Context: an optimization exercise on an open-source flow, tuned for small area and few clock cycles per item. The choices shown serve that exercise and are no tape-out recipe.
In this exercise RTL edits were held to simulation tests only and were not proved equivalent to the original.

==> flow/design.v, too long to show whole: its modules and the start of the top module <==
// module cmplx_round_sat: 19 lines
// module complex_mult_stream: 2813 lines
// module cm_fa: 10 lines
// module cm_ha: 9 lines
module complex_mult_stream
#(
  parameter int DIN_W  = cmplx_pkg::DIN_W_DEF,
  parameter int DOUT_W = cmplx_pkg::DOUT_W_DEF,
  parameter int SHIFT  = cmplx_pkg::SHIFT_DEF,
  parameter int TAG_W  = cmplx_pkg::TAG_W_DEF
) (
  input  logic                     i_clk,
  input  logic                     i_rst,
  input  logic                     i_valid,
  output logic                     o_ready,
  input  logic signed [DIN_W-1:0]  i_real_h,
  input  logic signed [DIN_W-1:0]  i_imag_h,
  input  logic signed [DIN_W-1:0]  i_real_y,
  input  logic signed [DIN_W-1:0]  i_imag_y,
  input  logic                     i_conj,
  input  logic [TAG_W-1:0]         i_tag,
  output logic                     o_valid,
  input  logic                     i_ready,
  output logic signed [DOUT_W-1:0] o_real,
  output logic signed [DOUT_W-1:0] o_imag,
  output logic [TAG_W-1:0]         o_tag,
  output logic                     o_ovf
);
  // ...
==> flow/run.sh <==
#!/bin/bash
# synth_recipe.tcl (not shown) runs the flow's synth.tcl, then flattens the netlist and writes it again
# the make line also repeats each setting of config.mk as NAME=value (left out here)
make -C /OpenROAD-flow-scripts/flow DESIGN_CONFIG=/design/flow/config.mk WORK_HOME=/design/flow/orfs CLKGATE_MAP_FILE= SYNTH_SCRIPT=/design/flow/synth_recipe.tcl finish
==> flow/config.mk <==
export PLATFORM = sky130hd
export DESIGN_NAME = complex_mult_stream
export DESIGN_NICKNAME = complex_mult_stream
export VERILOG_FILES = /design/flow/design.v
export SDC_FILE = /design/flow/constraint.sdc
export NUM_CORES = 4
export LEC_CHECK = 0
export ABC_AREA = 1
export CAP_MARGIN = 20
export CORE_MARGIN = 2
export CORE_UTILIZATION = 60
export PLACE_DENSITY = 0.75
export SLEW_MARGIN = 20
export SYNTH_HIERARCHICAL = 1
==> flow/constraint.sdc <==
create_clock -name core_clock -period 7.5 [get_ports {i_clk}]
set_input_delay 1.5000 -clock core_clock [delete_from_list [all_inputs] [get_ports {i_clk}]]
set_output_delay 1.5000 -clock core_clock [all_outputs]
set_load 0.01 [all_outputs]
==> results by group, run 1 <==
Yosys
  • Primary FF master, synth: edfxtp_1
  • Cells after synthesis: 3018
  • XOR/XNOR Fraction of Synth Area: 0.181
  • Dominant combinational cell family by area after synthesis: adder cells

Cells and area
  • Net count, final: 4050
  • Non-clock buffer contribution to total cell area: 0.173
  • Number of multi-input logic gates: 2541

Drt
  • Remaining number of nets flagged by the antenna check after routing: 0
  • Number of DRC markers after the initial detailed-route iteration: 3744
  • Met3 wire len: 14100 um

Clocking
  • CTS tree: built
  • Count of cells resized by post-cts repair: 42

Critical path
  • Total buffers and inverters traversed by the critical path: 6
  • Critical path class: input pin to flop
  • Biggest fanout along the worst timing path: 15
  • Max stage delay on crit path: 0.63 ns

Timing
  • Final worst hold slack: 0.929 ns
  • Setup-failing EPs final: 0

Run status
  • Status: complete, no violations

Place
  • Number of cells in the design after placement: 3900
  • Post-placement cell area: 30300 um2

Floorplanning
  • Initial core utilization: 0.608

Global route
  • Maximum number of pins on one net before global-route repair: 44
  • Met3 layer usage reported by global route: 0.121
Testbench counts, summed over its fixed seeds: cycles 4,808, items 4,800.
==> run 2, diff against run 1 <==
--- a/flow/config.mk
+++ b/flow/config.mk
@@ -8,7 +8,7 @@
 export ABC_AREA = 1
 export CAP_MARGIN = 20
 export CORE_MARGIN = 2
-export CORE_UTILIZATION = 60
-export PLACE_DENSITY = 0.75
+export CORE_UTILIZATION = 40
+export PLACE_DENSITY = 0.6
 export SLEW_MARGIN = 20
 export SYNTH_HIERARCHICAL = 1
==> run 2 against run 1 <==
Net effect:
- still clean
- setup slack improved by 0.028 ns
- clock skew fell by 0.0012 ns
- synthesized cell count did not move
- non-clock buffer count rose by 46
- via count fell by 5.0%
- global-route usage fell by 15 points
- design area rose by 3.4%
- die area rose by 49%
- area after synthesis did not move
- maximum frequency rose by 0.39%
==> results by group, run 2 <==
Global route
  • Vias in the first global route: 24.9k
  • All-Layer GR Usage: 0.314
  • Initial antenna violation count: 1
  • Maximum number of pins on one net before global-route repair: 43 (-2.3%)
  • Global route overflow: 0
  • Wire length of the first global-routing pass: 156000 um

Yosys
  • Syn. warnings: 7
  • Total standard cell area after synthesis: 25500 um2
  • Yosys top cell area share: 0.366
  • Part of the Yosys area used for sequential elements: 0.0490
  • Most area-consuming cells after synthesis: fa_1 (37%), xor2_1 (17%), o22ai_1 (11%)
  • Distinct cell type count after synthesis: 43
  • Cells after synthesis: 3018 (unchanged)
  • Flop and latch count out of synthesis: 42
  • Asr flop ratio synth: 0
  • EDFF count, synth: 41
  • Most common cell in the netlist: xor2_1
  • Mean instance size in the synthesized netlist: 8.46 um2
  • Cell type contributing the most total cell area after synthesis: fa_1
  • Leading cell types by count after synthesis: xor2_1 (509), fa_1 (466), nand2_1 (464)
  • Primary FF master, synth: edfxtp_1

Job
  • Max-cap violations: 0

Floorplanning
  • Height of the die: 257 um
  • Initial core utilization: 0.405 (-0.204)
  • IO Pins: 120
  • DIE AREA: 65800 um2
  • Horizontal die dimension: 257 um
  • Cell Rows: 92
  • Standard cell core area: 63100 um2

Timing
  • Post-route fraction of the period consumed by the critical path: 0.982
  • Final setup slack of the worst path: 0.132 ns
  • Transition at the pin with the smallest max-transition slack: 0.666 ns
  • Number of max-slew violations in the final report: 0
  • Fmax: 136 MHz
  • Time the worst path needs with I/O delays and setup: 7.37 ns
  • Final hold viol count: 0
  • Final setup skew: 0.00489 ns
  • Max transition margin: 0.556
  • Setup-failing EPs final: 0 (unchanged)

Cells and area
  • Growth of design area from synthesis to finish: 28.3%
  • Net count, final: 4095 (+1.1%)
  • Utilization after layout: 0.519
  • Diode insertion count for antenna repair: 0
  • Share of final-layout standard cells stronger than drive strength 1: 0.229
  • Cell area after layout: 32800 um2
  • Leading registers by flop count: o_imag x16, o_real x16, o_tag x8
  • Commonest cells after routing, fill and taps aside: xor2_1 (504), buf_4 (446), o22ai_1 (434)
  • Leading cell type in the layout, fill and taps excluded: xor2_1

Min path
  • Hold Path Class: flop to flop
  • Origin of the worst min-delay path: o_valid

Drt
  • Per-cell routed wire length: 24.4 um
  • Drt total wl: 105000 um
  • Vias: 24.9k
  • Post-DR vias/cell: 5.79
  • Number of DRC markers after the initial detailed-route iteration: 3158 (-16%)
  • DRC violations left: 0
  • Remaining number of nets flagged by the antenna check after routing: 0 (unchanged)
  • Router iterations before antenna repair: 5

Critical path
  • Data arrival, critical path: 7.44 ns
  • Worst setup startpoint: i_real_h[12]
  • Flop2flop setup slack: 5.96 ns
  • Critical path class: input pin to flop
  • CP required: 7.57 ns
  • Setup crit start kind: input pin
  • Biggest fanout along the worst timing path: 10 (-5)
  • Worst reg2reg startpoint: o_valid
  • Crit end category: flop

Place
  • HPWL after DPL: 86300 um
  • Post-placement cell area: 31400 um2 (+3.7%)
  • Port-buffer cells: 119
  • Place WS: -0.856 ns
  • GPL Wtd Cong: 1.02

Clocking
  • Root buffer cell: clkbuf_16
  • Maximum number of buffers from clock root to sink: 2
  • Maximum level of the CTS H-tree: 2
  • Clock-pin slew on the worst setup and hold paths: 0.07 ns
  • Cts bufs inserted: 5
  • CTS tree: built
  • Clk Latency, worst-skew pair: 0.31 ns
  • CTS Sinks: 42

Run status
  • Status: complete, no violations
-- run 2: cells by family (layout without fill, tap and decap cells) --
kind of cell / after synthesis / count (layout) / synth area share
xor+xnor: 522 / 522 / 0.181
simple gates: 775 / 776 / 0.124
flops: 42 / 42 / 0.0490
compound gates: 652 / 652 / 0.156
fa+ha+maj: 574 / 574 / 0.418
other cells: 1 / 18 / 0.000147
buf+inv: 452 / 861 / 0.0717
-- run 2: per-layer routing --
layer,global-route usage,up-vias,wire (um)
li1,-,10900,-
met1,0.473,12300,46100
met3,0.0613,180,11200
met2,0.447,1497,43600
met5,0,-,0
met4,0.100,0,3680
-- run 2: area by class of cell --
| cell class | instances | area (um2) |
|---|---|---|
| Fill cell | 5998 | 30300 |
| Multi-Input combinational cell | 2542 | 23400 |
| Timing Repair Buffer | 653 | 6110 |
| Sequential cell | 42 | 1250 |
| Tap cell | 846 | 1060 |
| Inverter | 200 | 787 |
| Clock buffer | 5 | 125 |
| Clock inverter | 3 | 43.8 |
-- run 2: per-module statistics from Yosys (local to each module, per instance) --
module               flip-flops and latches  copies in the design  cell area, um2
complex_mult_stream                      42                     1           15600
cm_fa                                     0                   466            20.0
cm_ha                                     0                    46            12.5
-- run 2: final timing paths --
kind / cells past startpoint / end
setup / recovery: 22 / o_real[2]
hold / removal: 3 / o_valid
setup reg to reg: 2 / o_real[15]
hold reg to reg: 3 / o_valid
-- run 2: timing repair --
action | in CTS | in global routing
resized for setup | 44 | 187
hold buffers | 0 | 0
endpoints found under the setup margin | 32 | 32
setup buffers | 0 | 11
pin swaps | 12 | 94
cloned | 0 | 2
-- run 2: worst max-delay path, cell delays in order --
cell and delay [ns]:
clkdlybuf4s50_1 0.62, clkinvlp_4 0.18, buf_12 0.17, buf_4 0.17, o22ai_1 0.21, xor2_1 0.24
fa_1 0.50, fa_1 0.46, fa_1 0.60, fa_1 0.45, fa_1 0.49, ha_2 0.41
nand2_1 0.14, nor2_1 0.16, nand2_1 0.17, nor3_2 0.17, nand2_2 0.10, nand3_1 0.12
nand2_4 0.08, o21ai_4 0.24, clkbuf_16 0.20, nand2_1 0.06
-- run 2: through the flow --
step / hold slack [ns] / TNS (ns) / instances
4_1_cts: 1.22 / 0 / 4278
3_5_place_dp: 1.20 / -20.87 / 4270
5_1_grt: 1.23 / -0.210 / 4291
6_report: 1.17 / 0 / 4291
3_3_place_gp: 1.17 / -21.23 / 4270
2_1_floorplan: 1.46 / 0 / 3035

[what the ideal ports hide]
The results above use ideal ports. As a check the final layouts listed here were re-extracted and re-timed, cells and wires unchanged.
Step 1: set_driving_cell puts a clkbuf_16 on i_clk and a buf_2 on each other input, an assumption about the parent block.
Step 2, shift: input delay + t, output delay - t, t = (earliest + latest rising clock arrival at the registers) / 2. This alone moves slack from input paths to output paths.
a / b / c = no drivers / after step 1 / after step 2; a / b = the first two.
run	t, ns	slack for setup (ns)	hold slack, ns
run 1	0.341	0.103 / 0.118 / -0.223	0.929 / 0.929 / 0.929
run 2	0.363	0.132 / 0.152 / -0.211	1.173 / 1.173 / 1.173
With both steps, setup timing fails in run 1 and run 2, where it was met with ideal ports. For run 2, which loses most, drivers alone change the setup slack by +0.020 ns; drivers and shift together by -0.343 ns.
